This is an optimization exercise on Yosys and OpenROAD, whose aim is small area and a short achievable clock period, not a production implementation.

job 101:
==> module xgmii_frame_parser, before the edit <==
module xgmii_frame_parser
(
    input  logic        clk,
    input  logic        inv_aresetn,
    input  logic [63:0] xgmii_data_i,
    input  logic [7:0]  xgmii_ctrl_i,
    output logic [63:0] word_o,
    output logic        word_start_o,
    output logic [2:0]  check_lane_o,
    input  logic        crc_match_i,
    output logic [63:0] axis_tdata_o,
    output logic [7:0]  axis_tkeep_o,
    output logic        axis_tvalid_o,
    output logic        axis_tlast_o,
    output logic        axis_tuser_o,
    output logic [10:0] words_o,
    output logic [2:0]  len_lo_o
);
    typedef enum logic [1:0] {
        ST_IDLE,
        ST_DATA,
        ST_TAIL
    } state_t;
    logic [63:0] data_mask;
    logic        is_sfd_lane;
    logic [7:0]  is_term;
    logic [2:0]  term_lane;
    logic        to_tail;
    always_comb begin
        for (int i = 0; i < xgmii_rx_pkg::LANES; i++) begin
            data_mask[8*i +: 8] = {8{(i == 0 || i == 4 || !xgmii_ctrl_i[i]) && (i >= 4 || !to_tail)}};
            is_term[i] = (xgmii_data_i[8*i +: 8] == xgmii_rx_pkg::XGMII_TERM);
        end
    end
    assign is_sfd_lane = (xgmii_data_i[7:0] == xgmii_rx_pkg::XGMII_START) && !inv_aresetn;
    always_comb begin
        term_lane = '0;
        for (int i = xgmii_rx_pkg::LANES - 1; i >= 0; i--) begin
            if (xgmii_ctrl_i[i]) begin
                term_lane = 3'(i);
            end
        end
    end
    logic [7:0]  w_ctrl8_q;
    logic [7:0]  w_is_term_q;
    logic [2:0]  w_lane_q;
    logic        w_start_lane_q;
    logic        w_start_q;
    logic [63:0] w_data_q;
    logic [63:0] hold_q;
    always_ff @(posedge clk) begin
        w_data_q    <= xgmii_data_i & data_mask;
        w_ctrl8_q   <= xgmii_ctrl_i;
        w_is_term_q <= is_term;
        w_lane_q    <= to_tail ? w_lane_q : term_lane;
        w_start_lane_q <= is_sfd_lane;
        hold_q      <= w_data_q;
    end
    logic        w_ctrl_q;
    logic        w_term_ok_q;
    assign w_ctrl_q    = |w_ctrl8_q;
    assign w_start_q   = w_start_lane_q && (w_ctrl8_q == 8'h01);
    assign w_term_ok_q = w_is_term_q[w_lane_q] && ((w_ctrl8_q >> w_lane_q) == (8'hFF >> w_lane_q));
    assign word_o       = w_data_q;
    assign word_start_o = w_start_q;
    state_t      state_q;
    state_t      state_d;
    logic        held_vld_q;
    logic        held_vld_d;
    logic        tail_ok_q;
    logic [10:0] words_q;
    logic [10:0] words_d;
    logic [2:0]  len_lo_q;
    logic        cnt_inc_q;
    logic        cnt_first_q;
    logic        cnt_zero_q;
    logic        good;
    logic        tvalid_d;
    logic        tlast_d;
    logic [7:0]  tkeep_d;
    logic        tuser_d;
    logic [2:0]  len_lo_d;
    assign check_lane_o = w_lane_q;
    assign good         = crc_match_i && ((state_q == ST_TAIL) ? tail_ok_q : w_term_ok_q);
    assign to_tail      = (state_d == ST_TAIL);
    assign words_o  = words_q;
    assign len_lo_o = len_lo_q;
    always_comb begin
        state_d    = state_q;
        held_vld_d = held_vld_q;
        tvalid_d   = 1'b0;
        tlast_d    = 1'b0;
        tkeep_d    = 8'hFF;
        tuser_d    = good;
        len_lo_d   = 3'd4;
        case (state_q)
            ST_IDLE: begin
                if (w_start_q) begin
                    state_d    = ST_DATA;
                    held_vld_d = 1'b0;
                end
            end
            ST_DATA: begin
                if (!w_ctrl_q) begin
                    tvalid_d   = held_vld_q;
                    held_vld_d = 1'b1;
                end else begin
                    held_vld_d = 1'b0;
                    state_d    = ST_IDLE;
                    tvalid_d   = held_vld_q;
                    if (!w_term_ok_q) begin
                        tlast_d = 1'b1;
                    end else if (w_lane_q < 3'd4) begin
                        tlast_d = 1'b1;
                        tkeep_d  = 8'hFF >> (3'd4 - w_lane_q);
                        len_lo_d = w_lane_q;
                    end else if (w_lane_q == 3'd4) begin
                        tlast_d = 1'b1;
                    end else begin
                        state_d = ST_TAIL;
                    end
                end
            end
            ST_TAIL: begin
                tvalid_d   = 1'b1;
                tlast_d    = 1'b1;
                tkeep_d    = 8'hFF >> (4'd12 - {1'b0, w_lane_q});
                len_lo_d   = w_lane_q;
                held_vld_d = 1'b0;
                state_d    = w_start_q ? ST_DATA : ST_IDLE;
            end
            default: begin
                state_d = ST_IDLE;
            end
        endcase
    end
    always_comb begin
        if (cnt_inc_q) begin
            words_d = cnt_first_q ? 11'd1 : words_q + 11'd1;
        end else if (cnt_zero_q) begin
            words_d = '0;
        end else begin
            words_d = words_q;
        end
    end
    always_ff @(posedge clk) begin
        axis_tdata_o <= hold_q;
        axis_tkeep_o <= tkeep_d;
        axis_tlast_o <= tlast_d;
        words_q      <= words_d;
        cnt_inc_q    <= (state_q == ST_DATA) && !w_ctrl_q;
        cnt_first_q  <= !held_vld_q;
        cnt_zero_q   <= (state_q == ST_DATA) && w_ctrl_q && !held_vld_q;
        tail_ok_q    <= w_term_ok_q;
        axis_tuser_o <= tuser_d;
        if (tvalid_d && tlast_d) begin
            len_lo_q <= len_lo_d;
        end
        if (inv_aresetn) begin
            state_q       <= ST_IDLE;
            held_vld_q    <= 1'b0;
            axis_tvalid_o <= 1'b0;
        end else begin
            state_q       <= state_d;
            held_vld_q    <= held_vld_d;
            axis_tvalid_o <= tvalid_d;
        end
    end
endmodule
Settings: LEC_CHECK=0, CAP_MARGIN=20, CORE_MARGIN=2, CORE_UTILIZATION=55, CTS_CLUSTER_DIAMETER=120, CTS_CLUSTER_SIZE=25, SLEW_MARGIN=20, SYNTH_HIERARCHICAL=1, BUFFER_PORTS_ARGS=-buffer_cell sky130_fd_sc_hd__buf_1, SETUP_SLACK_MARGIN=7.25; clock period 10.5 ns.
standard.sh (not shown) runs the stock make flow with config.mk's settings and CLKGATE_MAP_FILE= SYNTH_SCRIPT=/design/flow/synth_recipe.tcl, a recipe that flattens the netlist after the stock synthesis.
==> flow/flow/run.sh <==
#!/bin/bash
# Standard layout (settings from config.mk via config.mk) plus the settings
# in flow/extra.mk: plain buf_1 port buffers instead of the default
# delay-cell buffers, and a larger setup margin for timing repair.
set -e
cp config.mk config_in.log
cat flow/extra.mk >> config.mk
bash standard.sh > standard.log 2>&1
==> flow/flow/extra.mk <==
export BUFFER_PORTS_ARGS = -buffer_cell sky130_fd_sc_hd__buf_1
export SETUP_SLACK_MARGIN = 7.25
--- input diff job 101..job 102 ---
--- a/flow/design.v
+++ b/flow/design.v
@@ -54,49 +54,45 @@
         ST_IDLE,
         ST_DATA,
         ST_TAIL
     } state_t;
     logic [63:0] data_mask;
-    logic        is_sfd_lane;
-    logic [7:0]  is_term;
+    logic        is_start;
+    logic [7:0]  term_at;
     logic [2:0]  term_lane;
     logic        to_tail;
     always_comb begin
         for (int i = 0; i < xgmii_rx_pkg::LANES; i++) begin
             data_mask[8*i +: 8] = {8{(i == 0 || i == 4 || !xgmii_ctrl_i[i]) && (i >= 4 || !to_tail)}};
-            is_term[i] = (xgmii_data_i[8*i +: 8] == xgmii_rx_pkg::XGMII_TERM);
+            term_at[i] = (xgmii_data_i[8*i +: 8] == xgmii_rx_pkg::XGMII_TERM) && ((xgmii_ctrl_i >> i) == (8'hFF >> i));
         end
     end
-    assign is_sfd_lane = (xgmii_data_i[7:0] == xgmii_rx_pkg::XGMII_START) && !inv_aresetn;
+    assign is_start = (xgmii_ctrl_i == 8'h01) && (xgmii_data_i[7:0] == xgmii_rx_pkg::XGMII_START);
     always_comb begin
         term_lane = '0;
         for (int i = xgmii_rx_pkg::LANES - 1; i >= 0; i--) begin
             if (xgmii_ctrl_i[i]) begin
                 term_lane = 3'(i);
             end
         end
     end
-    logic [7:0]  w_ctrl8_q;
-    logic [7:0]  w_is_term_q;
+    logic        w_ctrl_q;
+    logic [7:0]  w_term_at_q;
     logic [2:0]  w_lane_q;
-    logic        w_start_lane_q;
     logic        w_start_q;
     logic [63:0] w_data_q;
     logic [63:0] hold_q;
     always_ff @(posedge clk) begin
         w_data_q    <= xgmii_data_i & data_mask;
-        w_ctrl8_q   <= xgmii_ctrl_i;
-        w_is_term_q <= is_term;
+        w_ctrl_q    <= |xgmii_ctrl_i;
+        w_term_at_q <= term_at;
         w_lane_q    <= to_tail ? w_lane_q : term_lane;
-        w_start_lane_q <= is_sfd_lane;
+        w_start_q   <= is_start && !inv_aresetn;
         hold_q      <= w_data_q;
     end
-    logic        w_ctrl_q;
     logic        w_term_ok_q;
-    assign w_ctrl_q    = |w_ctrl8_q;
-    assign w_start_q   = w_start_lane_q && (w_ctrl8_q == 8'h01);
-    assign w_term_ok_q = w_is_term_q[w_lane_q] && ((w_ctrl8_q >> w_lane_q) == (8'hFF >> w_lane_q));
+    assign w_term_ok_q  = w_term_at_q[w_lane_q];
     assign word_o       = w_data_q;
     assign word_start_o = w_start_q;
     state_t      state_q;
     state_t      state_d;
     logic        held_vld_q;
@@ -104,12 +100,12 @@
     logic        tail_ok_q;
     logic [10:0] words_q;
     logic [10:0] words_d;
     logic [2:0]  len_lo_q;
     logic        cnt_inc_q;
-    logic        cnt_first_q;
-    logic        cnt_zero_q;
+    logic        cnt_clr_q;
+    logic [10:0] words_tgl;
     logic        good;
     logic        tvalid_d;
     logic        tlast_d;
     logic [7:0]  tkeep_d;
     logic        tuser_d;
@@ -167,26 +163,23 @@
                 state_d = ST_IDLE;
             end
         endcase
     end
     always_comb begin
-        if (cnt_inc_q) begin
-            words_d = cnt_first_q ? 11'd1 : words_q + 11'd1;
-        end else if (cnt_zero_q) begin
-            words_d = '0;
-        end else begin
-            words_d = words_q;
+        words_tgl[0] = cnt_inc_q;
+        for (int i = 1; i < 11; i++) begin
+            words_tgl[i] = words_tgl[i-1] & words_q[i-1];
         end
+        words_d = cnt_clr_q ? {10'd0, cnt_inc_q} : (words_q ^ words_tgl);
     end
     always_ff @(posedge clk) begin
         axis_tdata_o <= hold_q;
         axis_tkeep_o <= tkeep_d;
         axis_tlast_o <= tlast_d;
         words_q      <= words_d;
         cnt_inc_q    <= (state_q == ST_DATA) && !w_ctrl_q;
-        cnt_first_q  <= !held_vld_q;
-        cnt_zero_q   <= (state_q == ST_DATA) && w_ctrl_q && !held_vld_q;
+        cnt_clr_q    <= (state_q == ST_DATA) && !held_vld_q;
         tail_ok_q    <= w_term_ok_q;
         axis_tuser_o <= tuser_d;
         if (tvalid_d && tlast_d) begin
             len_lo_q <= len_lo_d;
         end
- Number of clock buffers in the layout (job 102 over job 101): decrease, 1
- The lower number of buffers and inverters on the critical path of job 102 and job 101 is in job 101.
- Routed length per placed instance in job 102 vs job 101: up 0.53 µm
- Lower layout-stage area growth over the synthesis result goes to job 101 over job 102.
- Diff job 101 -> job 102 | die area | down by a few percent
No run of this note included a check of the RTL's function; only the layout flow was run.

## afterwards: timing with drivers on the ports
No port has a modelled driver above. Below, the same layouts with a new extraction and two added sets of constraints.
Step 1: set_driving_cell puts a clkbuf_16 on clk and a buf_2 on each other input, an assumption about the parent block.
Step 2 times the ports against the registers' clock, not the clock port: input delays grow and output delays shrink by t, the midpoint of the rising clock arrivals with the driver on.
Three values: ideal ports, drivers, drivers and shift; two values: the first two.
run	t (ns)	setup WS [ns]	hold WS [ns]	pins driven straight from the clock port
job 101	0.552	7.260 / 7.259 / 7.235	0.325 / 0.325 / 0.325	1
job 102	0.568	7.268 / 7.255 / 6.693	0.326 / 0.326 / 0.326	1
After both steps every run listed still meets setup and hold. For job 102, which loses most, drivers alone change the setup slack by -0.013 ns; drivers and shift together by -0.575 ns.
